From an optimization exercise on the open Yosys and OpenROAD flow, aimed at small area and a short achievable clock period; shortcuts taken in it are not production practice. Where RTL was checked, it was by simulation tests only, not by an equivalence proof against the original. Power and IR drop assume default switching activity.

before:
==> flow/design.v <==
package stack_pkg;
  localparam int DATA_W_DEF = 8;
  localparam int DEPTH_DEF  = 256;
endpackage
module stack_ram (
  input  logic       clk,
  input  logic [1:0] wb_en_i,
  input  logic [3:0] row0_i,
  input  logic [3:0] row1_i,
  input  logic [7:0] wb_data0_i,
  input  logic [7:0] wb_data1_i,
  output logic [7:0] rd_data0_o,
  output logic [7:0] rd_data1_o
);
  logic [31:0][7:0][7:0] ring_q;
  logic [15:0][7:0]      tail0, tail1;
  always_ff @(posedge clk) begin
    for (int g = 0; g < 32; g++) begin
      if (g % 2 == 0) begin
        if (wb_en_i[0] && row0_i == 4'(g / 2)) ring_q[g][0] <= wb_data0_i;
        else                                   ring_q[g][0] <= ring_q[g][7];
      end else begin
        if (wb_en_i[1] && row1_i == 4'(g / 2)) ring_q[g][0] <= wb_data1_i;
        else                                   ring_q[g][0] <= ring_q[g][7];
      end
      for (int j = 1; j < 8; j++) ring_q[g][j] <= ring_q[g][j-1];
    end
  end
  always_comb begin
    for (int h = 0; h < 16; h++) begin
      tail0[h] = ring_q[2*h][7];
      tail1[h] = ring_q[2*h+1][7];
    end
  end
  assign rd_data0_o = tail0[row0_i];
  assign rd_data1_o = tail1[row1_i];
endmodule
module param_stack #(
  parameter int DATA_W = stack_pkg::DATA_W_DEF,
  parameter int DEPTH  = stack_pkg::DEPTH_DEF,
  parameter int PTR_W  = 8
) (
  input  logic              clk,
  input  logic              rst,
  input  logic              push,
  input  logic              pop,
  input  logic              tos,
  input  logic              clr_err,
  input  logic [DATA_W-1:0] d_in,
  output logic [DATA_W-1:0] d_out,
  output logic              d_out_vld,
  output logic [PTR_W:0]    count,
  output logic              empty,
  output logic              full,
  output logic              overflow,
  output logic              underflow
);
  logic [8:0]       cnt_q;
  logic             empty_q, full_q;
  logic [7:0]       dout_q;
  logic             vld_q, ovf_q, unf_q;
  logic [15:0][7:0] cache_q;
  logic [15:0]      sv_q;       
  logic [15:0]      sd_q;       
  logic [2:0]       ph_q;       
  logic [1:0]       wbg_q;      
  logic [1:0]       ldg_q;      
  logic [1:0][3:0]  hi_q;       
  logic [1:0][7:0]  wb_data;
  logic [7:0]       rd_data0, rd_data1;
  logic       inc, dec, repl, rd;
  logic [3:0]       sa;
  logic [15:0]      oh_a, oh_b;    
  logic [15:0][7:0] cache_top;     
  assign sa = cnt_q[3:0];
  always_comb begin
    for (int s = 0; s < 16; s++) begin
      oh_a[s]      = (sa == 4'(s));
      oh_b[s]      = (sa == 4'(s + 1));
      cache_top[s] = cache_q[(s + 15) % 16];
    end
  end
  assign inc  = push && !full_q && (!pop || empty_q);
  assign dec  = pop && !push && !empty_q;
  assign repl = push && pop && !empty_q;
  assign rd   = !empty_q && (pop || (tos && !push));
  logic [2:0] ph_n;
  assign ph_n = ph_q + 3'd1;
  logic [1:0][3:0] hi_d;
  logic [1:0]      evt_d;
  always_comb begin
    for (int p = 0; p < 2; p++) begin
      logic [3:0] s;
      s = {p[0], ph_n};
      hi_d[p]  = (s < cnt_q[3:0]) ? cnt_q[7:4] : cnt_q[7:4] - 4'd1;
      evt_d[p] = (inc && oh_a[s]) || ((dec || repl) && oh_b[s]);
    end
  end
  logic [1:0] wb_go, ld_go, wbg_d, ldg_d;
  always_comb begin
    for (int p = 0; p < 2; p++) begin
      wbg_d[p] = sd_q[{p[0], ph_n}] && !evt_d[p];
      ldg_d[p] = !sv_q[{p[0], ph_n}] && !evt_d[p];
    end
  end
  assign wb_go = wbg_q;
  assign ld_go = ldg_q;
  always_comb begin
    for (int p = 0; p < 2; p++) wb_data[p] = cache_q[{p[0], ph_q}];
  end
  always_ff @(posedge clk) hi_q <= hi_d;
  always_ff @(posedge clk) begin
    if (rst) begin
      cnt_q   <= '0;
      empty_q <= 1'b1;
      full_q  <= 1'b0;
      dout_q  <= '0;
      vld_q   <= 1'b0;
      ovf_q   <= 1'b0;
      unf_q   <= 1'b0;
      sv_q    <= '1;
      sd_q    <= '0;
      ph_q    <= '0;
      wbg_q   <= '0;
      ldg_q   <= '0;
    end else begin
      ph_q    <= ph_n;
      wbg_q   <= wbg_d;
      ldg_q   <= ldg_d;
      if (inc) begin
        cnt_q   <= cnt_q + 9'd1;
        empty_q <= 1'b0;
        full_q  <= (cnt_q == 9'd255);
      end else if (dec) begin
        cnt_q   <= cnt_q - 9'd1;
        empty_q <= (cnt_q == 9'd1);
        full_q  <= 1'b0;
      end
      vld_q <= rd;
      if (rd) dout_q <= cache_top[sa];
      ovf_q <= (ovf_q && !clr_err) || (push && !pop && full_q);
      unf_q <= (unf_q && !clr_err) || (empty_q && (pop || (tos && !push)));
      for (int s = 0; s < 16; s++) begin
        if ((inc && oh_a[s]) || (repl && oh_b[s])) begin
          cache_q[s] <= d_in;
          sv_q[s]    <= 1'b1;
          sd_q[s]    <= 1'b1;
        end else if (dec && oh_b[s]) begin
          sv_q[s] <= (cnt_q <= 9'd16);
          sd_q[s] <= 1'b0;
        end else begin
          if (ph_q == 3'(s % 8) && ld_go[s / 8]) begin
            cache_q[s] <= (s < 8) ? rd_data0 : rd_data1;
            sv_q[s]    <= 1'b1;
          end
          if (ph_q == 3'(s % 8) && wb_go[s / 8]) sd_q[s] <= 1'b0;
        end
      end
    end
  end
  stack_ram u_ram (
    .clk        (clk),
    .wb_en_i    (wb_go),
    .row0_i     (hi_q[0]),
    .row1_i     (hi_q[1]),
    .wb_data0_i (wb_data[0]),
    .wb_data1_i (wb_data[1]),
    .rd_data0_o (rd_data0),
    .rd_data1_o (rd_data1)
  );
  assign count     = cnt_q;
  assign empty     = empty_q;
  assign full      = full_q;
  assign d_out     = dout_q;
  assign d_out_vld = vld_q;
  assign overflow  = ovf_q;
  assign underflow = unf_q;
endmodule
export LEC_CHECK = 0
export ABC_AREA = 1
export CAP_MARGIN = 20
export CORE_MARGIN = 2
export CORE_UTILIZATION = 70
export CTS_CLUSTER_DIAMETER = 100
export CTS_CLUSTER_SIZE = 25
export SETUP_SLACK_MARGIN = 2.35
export SLEW_MARGIN = 20
create_clock -name core_clock -period 4.5 [get_ports {clk}]
run.sh (not shown) runs the stock make flow with config.mk's settings and CLKGATE_MAP_FILE= SYNTH_SCRIPT=/design/flow/synth_recipe.tcl, a recipe that flattens the netlist after the stock synthesis.
[inputs] after vs before
diff --git a/flow/design.v b/flow/design.v
--- a/flow/design.v
+++ b/flow/design.v
@@ -2,41 +2,44 @@
   localparam int DATA_W_DEF = 8;
   localparam int DEPTH_DEF  = 256;
 endpackage
 module stack_ram (
   input  logic       clk,
   input  logic [1:0] wb_en_i,
-  input  logic [3:0] row0_i,
-  input  logic [3:0] row1_i,
+  input  logic [3:0] wb_row0_i,
+  input  logic [3:0] wb_row1_i,
   input  logic [7:0] wb_data0_i,
   input  logic [7:0] wb_data1_i,
+  input  logic [3:0] rd_row0_i,
+  input  logic [3:0] rd_row1_i,
   output logic [7:0] rd_data0_o,
   output logic [7:0] rd_data1_o
 );
   logic [31:0][7:0][7:0] ring_q;
   logic [15:0][7:0]      tail0, tail1;
   always_ff @(posedge clk) begin
     for (int g = 0; g < 32; g++) begin
+      ring_q[g][0] <= ring_q[g][7];
       if (g % 2 == 0) begin
-        if (wb_en_i[0] && row0_i == 4'(g / 2)) ring_q[g][0] <= wb_data0_i;
-        else                                   ring_q[g][0] <= ring_q[g][7];
+        if (wb_en_i[0] && wb_row0_i == 4'(g / 2)) ring_q[g][1] <= wb_data0_i;
+        else                                      ring_q[g][1] <= ring_q[g][0];
       end else begin
-        if (wb_en_i[1] && row1_i == 4'(g / 2)) ring_q[g][0] <= wb_data1_i;
-        else                                   ring_q[g][0] <= ring_q[g][7];
+        if (wb_en_i[1] && wb_row1_i == 4'(g / 2)) ring_q[g][1] <= wb_data1_i;
+        else                                      ring_q[g][1] <= ring_q[g][0];
       end
-      for (int j = 1; j < 8; j++) ring_q[g][j] <= ring_q[g][j-1];
+      for (int j = 2; j < 8; j++) ring_q[g][j] <= ring_q[g][j-1];
     end
   end
   always_comb begin
     for (int h = 0; h < 16; h++) begin
       tail0[h] = ring_q[2*h][7];
       tail1[h] = ring_q[2*h+1][7];
     end
   end
-  assign rd_data0_o = tail0[row0_i];
-  assign rd_data1_o = tail1[row1_i];
+  assign rd_data0_o = tail0[rd_row0_i];
+  assign rd_data1_o = tail1[rd_row1_i];
 endmodule
 module param_stack #(
   parameter int DATA_W = stack_pkg::DATA_W_DEF,
   parameter int DEPTH  = stack_pkg::DEPTH_DEF,
   parameter int PTR_W  = 8
 ) (
@@ -63,13 +66,17 @@
   logic [15:0]      sv_q;       
   logic [15:0]      sd_q;       
   logic [2:0]       ph_q;       
   logic [1:0]       wbg_q;      
   logic [1:0]       ldg_q;      
   logic [1:0][3:0]  hi_q;       
-  logic [1:0][7:0]  wb_data;
+  logic [1:0]       ld_en_q;
+  logic [1:0]       wb_en_q;    
+  logic [1:0][3:0]  wb_row_q;   
+  logic [1:0][7:0]  wb_data_q, ld_data_q;
+  logic [2:0]       ld_off_q;
   logic [7:0]       rd_data0, rd_data1;
   logic       inc, dec, repl, rd;
   logic [3:0]       sa;
   logic [15:0]      oh_a, oh_b;    
   logic [15:0][7:0] cache_top;     
   assign sa = cnt_q[3:0];
@@ -102,32 +109,42 @@
       wbg_d[p] = sd_q[{p[0], ph_n}] && !evt_d[p];
       ldg_d[p] = !sv_q[{p[0], ph_n}] && !evt_d[p];
     end
   end
   assign wb_go = wbg_q;
   assign ld_go = ldg_q;
-  always_comb begin
-    for (int p = 0; p < 2; p++) wb_data[p] = cache_q[{p[0], ph_q}];
+  always_ff @(posedge clk) begin
+    ld_data_q[0] <= rd_data0;
+    ld_data_q[1] <= rd_data1;
+    for (int p = 0; p < 2; p++) begin
+      wb_data_q[p] <= cache_q[{p[0], ph_q}];
+      wb_row_q[p]  <= hi_q[p];
+    end
+    hi_q     <= hi_d;
+    ld_off_q <= ph_q;
   end
-  always_ff @(posedge clk) hi_q <= hi_d;
   always_ff @(posedge clk) begin
     if (rst) begin
       cnt_q   <= '0;
       empty_q <= 1'b1;
       full_q  <= 1'b0;
       dout_q  <= '0;
       vld_q   <= 1'b0;
       ovf_q   <= 1'b0;
       unf_q   <= 1'b0;
       sv_q    <= '1;
       sd_q    <= '0;
       ph_q    <= '0;
+      ld_en_q <= '0;
+      wb_en_q <= '0;
       wbg_q   <= '0;
       ldg_q   <= '0;
     end else begin
       ph_q    <= ph_n;
+      ld_en_q <= ld_go;
+      wb_en_q <= wb_go;
       wbg_q   <= wbg_d;
       ldg_q   <= ldg_d;
       if (inc) begin
         cnt_q   <= cnt_q + 9'd1;
         empty_q <= 1'b0;
         full_q  <= (cnt_q == 9'd255);
@@ -146,28 +163,30 @@
           sv_q[s]    <= 1'b1;
           sd_q[s]    <= 1'b1;
         end else if (dec && oh_b[s]) begin
           sv_q[s] <= (cnt_q <= 9'd16);
           sd_q[s] <= 1'b0;
         end else begin
-          if (ph_q == 3'(s % 8) && ld_go[s / 8]) begin
-            cache_q[s] <= (s < 8) ? rd_data0 : rd_data1;
+          if (ld_en_q[s / 8] && ld_off_q == 3'(s % 8) && !sv_q[s]) begin
+            cache_q[s] <= ld_data_q[s / 8];
             sv_q[s]    <= 1'b1;
           end
           if (ph_q == 3'(s % 8) && wb_go[s / 8]) sd_q[s] <= 1'b0;
         end
       end
     end
   end
   stack_ram u_ram (
     .clk        (clk),
-    .wb_en_i    (wb_go),
-    .row0_i     (hi_q[0]),
-    .row1_i     (hi_q[1]),
-    .wb_data0_i (wb_data[0]),
-    .wb_data1_i (wb_data[1]),
+    .wb_en_i    (wb_en_q),
+    .wb_row0_i  (wb_row_q[0]),
+    .wb_row1_i  (wb_row_q[1]),
+    .wb_data0_i (wb_data_q[0]),
+    .wb_data1_i (wb_data_q[1]),
+    .rd_row0_i  (hi_q[0]),
+    .rd_row1_i  (hi_q[1]),
     .rd_data0_o (rd_data0),
     .rd_data1_o (rd_data1)
   );
   assign count     = cnt_q;
   assign empty     = empty_q;
   assign full      = full_q;
Findings:
- before → after: number of diodes added for antenna fixing -3, clock group share of total power now sits higher, count of clock-buffer cells in the layout shows an increase of 3.
- Compared with before, after shows core utilization lower by 0.91 points.
- More vias were needed by before than by after.
- Taking before as the reference point, the first-pass GRT wire length of after falls by about 5%.
- Diff after..before | critical path depth | unchanged
- Worst hold margin: after better than before
- before has a lower number of buffers inserted during clock tree synthesis than after.
- Against before, design area in after came out worse.
- On count of flip-flops with a built-in enable after synthesis, after and before are basically level.
Function not checked in after: the RTL went through the layout flow alone.

## static timing again, ports no longer ideal
Ports are ideal in the flow. The routed layouts listed here were re-timed in OpenROAD.
Step 1, drivers: a clkbuf_16 drives clk and a buf_2 each remaining input, both assumed.
Step 2 also shifts input and output timing later by t, the mid clock arrival at the registers, as if the neighbouring blocks saw the same clock.
Slacks: ideal / step 1 / step 2; pairs: ideal / step 1.
run | t (ns) | setup WS [ns] | hold slack, ns | clock arrival spread, ns
before | 0.762 | 2.254 / 2.188 / 1.639 | 0.280 / 0.280 / 0.280 | 0.074 / 0.074
after | 0.755 | 2.255 / 2.192 / 1.648 | 0.297 / 0.297 / 0.297 | 0.059 / 0.058
After both steps setup and hold are still met in every run listed. For before, which loses most, drivers alone change the setup slack by -0.066 ns; drivers and shift together by -0.615 ns.
